Background: an optimization exercise with open tools, aiming at small area, a short achievable clock period and few clock cycles per item. Do not read the settings as production practice. In this exercise RTL edits were held to simulation tests only and were not proved equivalent to the original. No activity file was given, so power comes from the tool's default toggle rates.

==> flow/design.v <==
package spq_pkg;
  localparam int unsigned ValW    = 32;
  localparam int unsigned CmdW    = 2;
  localparam int unsigned StatusW = 3;
  localparam logic [CmdW-1:0] CmdInsert = 2'd0;
  localparam logic [CmdW-1:0] CmdDelete = 2'd1;
  localparam logic [CmdW-1:0] CmdList   = 2'd2;
  localparam logic [StatusW-1:0] StDone     = 3'd0;
  localparam logic [StatusW-1:0] StOverflow = 3'd1;
  localparam logic [StatusW-1:0] StEmpty    = 3'd2;
  localparam logic [StatusW-1:0] StNotFound = 3'd3;
  localparam logic [StatusW-1:0] StListed   = 3'd4;
  typedef struct packed {
    logic                   ins;
    logic                   del;
    logic                   rot;
    logic signed [ValW-1:0] val;
  } cell_ctrl_t;
endpackage
module spq_cell (
  input  logic                            clk_i,
  input  logic                            sel_left_i,
  input  logic                            sel_right_i,
  input  logic                            sel_new_i,
  input  logic [spq_pkg::ValW-1:0]        left_i,
  input  logic [spq_pkg::ValW-1:0]        right_i,
  input  logic [spq_pkg::ValW-1:0]        new_i,
  output logic [spq_pkg::ValW-1:0]        val_o
);
  logic [spq_pkg::ValW-1:0] val_q;
  logic                     hold;
  assign hold = !(sel_left_i || sel_right_i || sel_new_i);
  always_ff @(posedge clk_i) begin
    val_q <= ({spq_pkg::ValW{hold}}        & val_q)
           | ({spq_pkg::ValW{sel_left_i}}  & left_i)
           | ({spq_pkg::ValW{sel_right_i}} & right_i)
           | ({spq_pkg::ValW{sel_new_i}}   & new_i);
  end
  assign val_o = val_q;
endmodule
module sorted_priority_queue #(
  parameter int unsigned DEPTH = 32
) (
  input  logic                                   clk_i,
  input  logic                                   rst_ni,
  input  logic                                   in_valid_i,
  output logic                                   in_stall_o,
  input  logic [spq_pkg::CmdW-1:0]               cmd_i,
  input  logic signed [spq_pkg::ValW-1:0]        value_i,
  output logic                                   out_valid_o,
  input  logic                                   out_stall_i,
  output logic [spq_pkg::StatusW-1:0]            status_o,
  output logic signed [spq_pkg::ValW-1:0]        entry_o,
  output logic                                   last_o
);
  localparam int unsigned W    = spq_pkg::ValW;
  localparam int unsigned CntW = $clog2(DEPTH + 1);
  localparam int unsigned RcW  = $clog2(DEPTH);
  function automatic logic go2_f(input logic s2v, input logic [spq_pkg::CmdW-1:0] cmd,
                                 input logic [RcW-1:0] rc, input logic [CntW-1:0] cnt,
                                 input logic outfull);
    logic lbusy, lword, lrot;
    lbusy = s2v && (cmd == spq_pkg::CmdList) && (cnt != '0);
    lword = lbusy && (CntW'(rc) < cnt);
    lrot  = lbusy && (!lword || !outfull);
    if (lbusy) go2_f = lrot && (rc == RcW'(DEPTH - 1));
    else       go2_f = s2v && !outfull;
  endfunction
  logic [W-1:0]       vals [DEPTH];
  logic [DEPTH-1:0]   sel_l, sel_r, sel_n;
  logic                        s1_v_q;
  logic [spq_pkg::CmdW-1:0]    s1_cmd_q;
  logic [W-1:0]                s1_val_q;
  logic                        s2_v_q;
  logic [spq_pkg::CmdW-1:0]    s2_cmd_q;
  logic [W-1:0]                s2_val_q;
  logic [DEPTH-1:0]            le_q, eq_q;
  logic [RcW-1:0]              rc_q;
  logic [CntW-1:0]             cnt_q;
  logic                        hd_v_q, sk_v_q;
  logic [spq_pkg::StatusW-1:0] hd_st_q, sk_st_q;
  logic [W-1:0]                hd_e_q, sk_e_q;
  logic                        hd_l_q, sk_l_q;
  logic                        in_stall_q;
  logic [DEPTH-1:0] occ, t;
  logic any, full, empty, out_full;
  logic s2_ins, s2_del, lbusy, lword, rot, do_ins, do_del, go2;
  logic push;
  logic [spq_pkg::StatusW-1:0] p_st;
  logic [W-1:0] p_e;
  logic p_l;
  always_comb begin
    for (int i = 0; i < DEPTH; i++) begin
      occ[i] = (CntW'(i) < cnt_q);
    end
  end
  assign t        = le_q | ~occ;
  assign any      = |(eq_q & occ);
  assign full     = (cnt_q == CntW'(DEPTH));
  assign empty    = (cnt_q == '0);
  assign out_full = sk_v_q;
  assign s2_ins = s2_v_q && (s2_cmd_q == spq_pkg::CmdInsert);
  assign s2_del = s2_v_q && (s2_cmd_q == spq_pkg::CmdDelete);
  assign lbusy  = s2_v_q && (s2_cmd_q == spq_pkg::CmdList) && !empty;
  assign lword  = lbusy && (CntW'(rc_q) < cnt_q);
  assign rot    = lbusy && (!lword || !out_full);
  assign do_ins = s2_ins && !full && !out_full;
  assign do_del = s2_del && any && !out_full;
  assign go2    = go2_f(s2_v_q, s2_cmd_q, rc_q, cnt_q, out_full);
  always_comb begin
    push = 1'b0;
    p_st = spq_pkg::StDone;
    p_e  = '0;
    p_l  = 1'b1;
    if (lbusy) begin
      push = lword && !out_full;
      p_st = spq_pkg::StListed;
      p_e  = vals[0];
      p_l  = (CntW'(rc_q) == cnt_q - 1'b1);
    end else begin
      push = s2_v_q && !out_full;
      if (s2_ins) begin
        p_st = full ? spq_pkg::StOverflow : spq_pkg::StDone;
      end else if (s2_del) begin
        p_st = empty ? spq_pkg::StEmpty : (any ? spq_pkg::StDone : spq_pkg::StNotFound);
      end else begin
        p_st = spq_pkg::StEmpty;
      end
    end
  end
  for (genvar g = 0; g < DEPTH; g++) begin : g_sel
    logic tl;
    if (g == 0) begin : g_first
      assign tl = 1'b0;
    end else begin : g_rest
      assign tl = t[g-1];
    end
    assign sel_l[g] = do_ins && tl;
    assign sel_n[g] = do_ins && t[g] && !tl;
    assign sel_r[g] = (do_del && t[g]) || rot;
  end
  for (genvar g = 0; g < DEPTH; g++) begin : g_cell
    logic [W-1:0] lv, rv;
    if (g == 0) begin : g_first
      assign lv = s2_val_q;
    end else begin : g_mid
      assign lv = vals[g-1];
    end
    if (g == DEPTH - 1) begin : g_last
      assign rv = vals[0];
    end else begin : g_inner
      assign rv = vals[g+1];
    end
    spq_cell u_cell (
      .clk_i       (clk_i),
      .sel_left_i  (sel_l[g]),
      .sel_right_i (sel_r[g]),
      .sel_new_i   (sel_n[g]),
      .left_i      (lv),
      .right_i     (rv),
      .new_i       (s2_val_q),
      .val_o       (vals[g])
    );
  end
  logic s1_go, acc;
  logic [DEPTH-1:0] le_c, eq_c, le_n, eq_n;
  logic vv_le, vv_eq;
  assign s1_go = s1_v_q && (!s2_v_q || go2);
  assign acc   = in_valid_i && !in_stall_q;
  always_comb begin
    for (int i = 0; i < DEPTH; i++) begin
      le_c[i] = ({!vals[i][W-1], vals[i][W-2:0]} <= {!s1_val_q[W-1], s1_val_q[W-2:0]});
      eq_c[i] = (vals[i] == s1_val_q);
    end
  end
  assign vv_le = ({!s2_val_q[W-1], s2_val_q[W-2:0]} <= {!s1_val_q[W-1], s1_val_q[W-2:0]});
  assign vv_eq = (s2_val_q == s1_val_q);
  always_comb begin
    for (int i = 0; i < DEPTH; i++) begin
      le_n[i] = le_c[i];
      eq_n[i] = eq_c[i];
      if (sel_l[i]) begin
        le_n[i] = le_c[(i + DEPTH - 1) % DEPTH];
        eq_n[i] = eq_c[(i + DEPTH - 1) % DEPTH];
      end else if (sel_r[i]) begin
        le_n[i] = le_c[(i + 1) % DEPTH];
        eq_n[i] = eq_c[(i + 1) % DEPTH];
      end else if (sel_n[i]) begin
        le_n[i] = vv_le;
        eq_n[i] = vv_eq;
      end
    end
  end
  logic                     s1_v_d, s2_v_d, hd_v_d, sk_v_d, pop;
  logic [CntW-1:0]          cnt_d;
  logic [RcW-1:0]           rc_d;
  logic [spq_pkg::CmdW-1:0] s2_cmd_d;
  assign pop      = hd_v_q && !out_stall_i;
  assign s1_v_d   = (acc && (cmd_i != 2'd3)) || (s1_v_q && !s1_go);
  assign s2_v_d   = s1_go || (s2_v_q && !go2);
  assign s2_cmd_d = s1_go ? s1_cmd_q : s2_cmd_q;
  assign cnt_d    = do_ins ? cnt_q + 1'b1 : (do_del ? cnt_q - 1'b1 : cnt_q);
  assign rc_d     = rot ? rc_q + 1'b1 : rc_q;
  assign sk_v_d   = sk_v_q ? !pop : (hd_v_q && !pop && push);
  assign hd_v_d   = (hd_v_q && !pop) || sk_v_q || push;
  always_ff @(posedge clk_i or negedge rst_ni) begin
    if (!rst_ni) begin
      s1_v_q     <= 1'b0;
      s2_v_q     <= 1'b0;
      cnt_q      <= '0;
      rc_q       <= '0;
      hd_v_q     <= 1'b0;
      sk_v_q     <= 1'b0;
      in_stall_q <= 1'b0;
    end else begin
      s1_v_q     <= s1_v_d;
      s2_v_q     <= s2_v_d;
      cnt_q      <= cnt_d;
      rc_q       <= rc_d;
      hd_v_q     <= hd_v_d;
      sk_v_q     <= sk_v_d;
      in_stall_q <= s1_v_d && s2_v_d && !go2_f(s2_v_d, s2_cmd_d, rc_d, cnt_d, sk_v_d);
    end
  end
  always_ff @(posedge clk_i) begin
    if (acc) begin
      s1_cmd_q <= cmd_i;
      s1_val_q <= value_i;
    end
    if (s1_go) begin
      s2_cmd_q <= s1_cmd_q;
      s2_val_q <= s1_val_q;
      le_q     <= le_n;
      eq_q     <= eq_n;
    end
    if (!hd_v_q || pop) begin
      if (sk_v_q) begin
        hd_st_q <= sk_st_q;
        hd_e_q  <= sk_e_q;
        hd_l_q  <= sk_l_q;
      end else begin
        hd_st_q <= p_st;
        hd_e_q  <= p_e;
        hd_l_q  <= p_l;
      end
    end
    if (!sk_v_q) begin
      sk_st_q <= p_st;
      sk_e_q  <= p_e;
      sk_l_q  <= p_l;
    end
  end
  assign in_stall_o  = in_stall_q;
  assign out_valid_o = hd_v_q;
  assign status_o    = hd_st_q;
  assign entry_o     = hd_e_q;
  assign last_o      = hd_l_q;
endmodule
==> flow/run.sh <==
#!/bin/bash
# synth_recipe.tcl (not shown) runs the flow's synth.tcl, then flattens the netlist and writes it again
# the make line also repeats each setting of config.mk as NAME=value (left out here)
make -C /OpenROAD-flow-scripts/flow DESIGN_CONFIG=/design/flow/config.mk WORK_HOME=/design/flow/orfs CLKGATE_MAP_FILE= SYNTH_SCRIPT=/design/flow/synth_recipe.tcl finish
==> flow/config.mk <==
export PLATFORM = sky130hd
export DESIGN_NAME = sorted_priority_queue
export DESIGN_NICKNAME = sorted_priority_queue
export VERILOG_FILES = /design/flow/design.v
export SDC_FILE = /design/flow/constraint.sdc
export NUM_CORES = 4
export LEC_CHECK = 0
export CAP_MARGIN = 20
export CORE_MARGIN = 2
export CORE_UTILIZATION = 40
export SLEW_MARGIN = 20
==> flow/constraint.sdc <==
create_clock -name core_clock -period 10.0 [get_ports {clk_i}]
set_input_delay 2.0000 -clock core_clock [delete_from_list [all_inputs] [get_ports {clk_i}]]
set_output_delay 2.0000 -clock core_clock [all_outputs]
set_load 0.01 [all_outputs]
==> metrics.md <==
| Metric | Value |
|---|---|
| Status | timing/DRC/antenna clean |
| Largest area contributor in the netlist | dfxtp_1 |
| Combinational Power Share | 44.1% |
| Largest net degree at the start of global routing | between 70 and 80 |
| Layout area overhead | 11.5% |
| Overall routing resource usage | 32.4% |
| Total congestion overflow | 0 |
| 1st-pass router iterations | 17 |
| CTS H-tree lvls | 4 |
| Die area | approximately 0.19 mm² |
| R2R setup slack | ~4.8 ns |
| Mean post-synth cell area | 8.84 µm² |
| Worst Skew | 0.0359 ns |
| Seq/Total Area, Yosys | between 30% and 40% |
| Footprint of the multi-input gates | around 0.046 mm² |
| Layout Nets | 9476 |
| Filler instances | about 18k |
| Clock Tree Buf Depth | 3 |
| DRT iter0 DRCs | roughly 16k |
| Worst Hold End | sk_l_q |
| Final Setup Violations | 0 |
| CTS tree | yes |
| Clk network pwr share | between 20% and 30% |
| Initial antenna violation count | 6 |
| Switching Fraction | between 40% and 50% |
| Antenna Violating Nets Remaining | 0 |
| Yosys warns | 3 |
| Post-synth top area share | between 20% and 30% |
| Final Slew Violations | 0 |
| Most frequent cell after synthesis | nand2_1 |
| Hold WC Path Type | flop to flop |
| R2R cell count | 14 |
| Site Rows | roughly 160 |
| Net Sw Power | ~13 mW |
| Req. time, crit path | around 11 ns |
| Die Ht | roughly 440 µm |
| Cell Pwr Density | between 300 and 400 mW/mm² |
| Port buffer count | 75 |
| Hold_buf cts | 0 |
| Chip Width | about 440 µm |
| Internal | roughly 14 mW |
| Drt drc | 0 |
| Clk sinks | around 1.2k |
| Reg2Reg Capture Point | g_cell[3].u_cell.val_q[24] |
| Wirelength per Cell | 29.2 µm |
| Io pins | 76 |
| Synthesized area | ~0.075 mm² |
| Synth top cells by count | nand2_1, ha_1, dfxtp_1, a222oi_1, clkbuf_1 |
| Max frequency | 0.191 GHz |
| Starting Density | 40.3% |
| Setup Fix Bufs, Post-CTS | 0 |
| Slew @ Worst Pin | 1.03 ns |
| Critical-path top delay cell | nor3_2 |
| TritonCTS buffer count | approximately 150 |
| Most frequent CP cell | buf_4 |
| Share of cells above drive strength 1 | under 10% |
| Crit path max fanout | 36 |
| Root buf cell | clkbuf_16 |
| Critical Path Start Type | flop |
| WS Path Type | flop to flop |
| Pleak | 39.0 nW |
| Final setup TNS | 0 ns |
| Crit path cell chain | inv_1 > ha_1 > or3b_1 > a21oi_1 > o2111ai_1 > or4_4 > o31ai_4 > buf_4 > o21ai_2 > buf_4 > nor3_2 > buf_4 > nand2_1 > nand2_1 |
| Max_cap viols | 0 |
| DP HPWL | 219000 µm |
| Vias | between 70k and 80k |
| Synth top area cells | dfxtp_1, ha_1, a222oi_1 |
| Worst-skew pair later-pin latency | about 0.85 ns |
| Flops & latches, synth | 1244 |
| Top_reg_cell synth | dfxtp_1 |
| GP Congestion | roughly 0.95 |
| Final Hold Violating Endpoints | 0 |
| Maximum vdd drop | approximately 0.22 mV |
| FF+latch area | approximately 0.027 mm² |
| Net count after synthesis | around 9.6k |
| Crit-path max cell delay | 0.76 ns |
| RSZ-0062 raised after global routing | false |
| First-pass GRT wire length | ~470000 µm |
| Worst path arrival time | approximately 6.0 ns |
| Total power | ~28 mW |
| HP Start | sk_l_q |
| Tcrit/Tclk final | between 50% and 60% |
| CTS clk-pin slew, worst paths | roughly 0.060 ns |
| Vias in the first global route | ~69k |
| Hold path cells | 2 |
| Synth async-reset ratio | 1.29% |
| Post-CTS Resized | 0 |
| Worst Setup End Kind | flop |
| Max transition margin | a little under a third |
| Synth Instances | approximately 8.5k |
| Post-DR vias/cell | approximately 6.8 |
| Post-synth cell types | 79 |
| Routed WL | about 320000 µm |
| Seq pwr share | between 30 and 40% |
| Minimum clock period | approximately 5.2 ns |
| EDFF count, synth | about 170 |
| Worst r2r src | cnt_q[1] |
| Core Area | about 0.19 mm² |
==> registers in the layout, indices dropped and copies added (netlist names), 2 cells and up <==
| signal | count |
|---|---|
| s1_cmd_q | 2 |
| s1_val_q | 32 |
| rc_q | 5 |
| le_q | 32 |
| g_cell.u_cell.val_q | 1024 |
| s2_cmd_q | 2 |
| eq_q | 32 |
| sk_e_q | 32 |
| cnt_q | 6 |
| hd_st_q | 3 |
| hd_e_q | 32 |
| sk_st_q | 3 |
| s2_val_q | 32 |
==> through the flow <==
stage	hold slack, ns	worst slack, ns	area [µm²]	instances	util, %
detailed placement	0.449	4.92	78400	10696	42.2
CTS	0.458	4.89	83400	10963	44.9
floorplan	0.423	2.81	74800	8462	-
global route	0.477	4.45	83400	10967	44.9
global placement	0.437	5.01	78400	10695	42.2
finish	0.461	4.76	83400	10969	44.9
==> how the worst max path moves through the flow <==
| stage | start | cells after the start | end |
|---|---|---|---|
| finish | cnt_q[1] | 14 | g_cell[3].u_cell.val_q[24] |
| global route | cnt_q[1] | 14 | g_cell[3].u_cell.val_q[2] |
| CTS | cnt_q[1] | 14 | g_cell[3].u_cell.val_q[24] |
| detailed placement | cnt_q[1] | 14 | g_cell[3].u_cell.val_q[24] |
| global placement | cnt_q[1] | 13 | g_cell[12].u_cell.val_q[18] |
| floorplan | cnt_q[4] | 13 | in_stall_q |
==> placed cells by master, fill, tap and decap left out, types with 25 or more instances in the layout <==
cell type / n
o21ai_0: 239
nand2b_1: 25
and3_1: 31
nor2_1: 197
nand2_1: 2291
edfxtp_1: 166
a21o_1: 280
nand4_1: 224
nor2b_1: 89
clkbuf_16: 151
nand3_1: 77
nor3_2: 26
a22oi_1: 36
mux2i_1: 40
a222oi_1: 992
nor3_1: 54
buf_4: 219
nor2_2: 40
a21oi_1: 350
ha_1: 1071
clkbuf_1: 44
o31ai_1: 41
o21a_1: 95
o21ai_2: 31
clkdlybuf4s50_1: 75
clkbuf_8: 26
inv_2: 33
dfxtp_1: 1062
inv_1: 105
==> logic make-up after synthesis <==
logic type      count (synthesis)  share of synthesized area (%)
xor+xnor                       11                          0.129
buf+inv                       680                           3.65
flops                        1244                           35.6
fa+ha+maj                    1072                           17.9
simple gates                 3158                           17.9
mux                            52                          0.716
compound gates               2245                           24.0
==> metal layers <==
metal	up-vias	GRT usage, %	share of wire, %	wire, µm
li1	32663	-	-	-
met1	35252	42.4	38	123000
met2	5131	49.1	43	137000
met3	1042	6.49	12	39000
met4	4	19.8	7.0	22500
met5	-	0	0.019	61
==> cell type report <==
type	count	area share, %
inverter	139	0.626
clock buffer	221	5.16
clock inverter	46	0.749
sequential	1244	32.0
tap	2480	3.72
timing repair buffer	297	2.93
antenna	4	0.0120
multi-input combinational	6538	54.9
==> power groups by stage <==
stage	combinational [mW]	sequential [mW]	clock [mW]
after floorplan	8.39	8.41	0
after global placement	11.4	9.81	0
after detailed placement	11.9	9.83	0
after CTS	11.9	9.74	5.65
after global routing	13.5	9.99	5.86
final	12.3	9.92	5.62
==> worst max-delay path, delay by kind of cell, from the launching register on <==
kind	cells	cell delay [ns]
AO/OA/AOI/OAI	4	0.93
flip-flops	1	0.57
AND/OR/NAND/NOR	5	1.80
buffers and inverters	4	1.29
adder cells (fa/ha/maj)	1	0.52
Testbench counts, summed over its fixed seeds: cycles 45,569, items 24,000.

what the ideal ports hide:
Ports are ideal in the flow. The routed layout listed here was re-timed in OpenROAD. Step 1, drivers: a clkbuf_16 drives clk_i and a buf_2 each remaining input, both assumed. Step 2, shift: input delay + t, output delay - t, t = (earliest + latest rising clock arrival at the registers) / 2. This alone moves slack from input paths to output paths. Three values: ideal ports, drivers, drivers and shift; two values: the first two.
shift t [ns]: 0.912
setup WS [ns]: 4.764 / 4.764 / 4.764
worst register clock-pin slew, ns: 0.07 / 0.07
worst slew at a driven data input, ns: 0.18
pins driven straight from the clock port: 1
After both steps this run still meets setup and hold. The setup slack of this run moves by 0.000 ns with the drivers and by 0.000 ns with both steps.
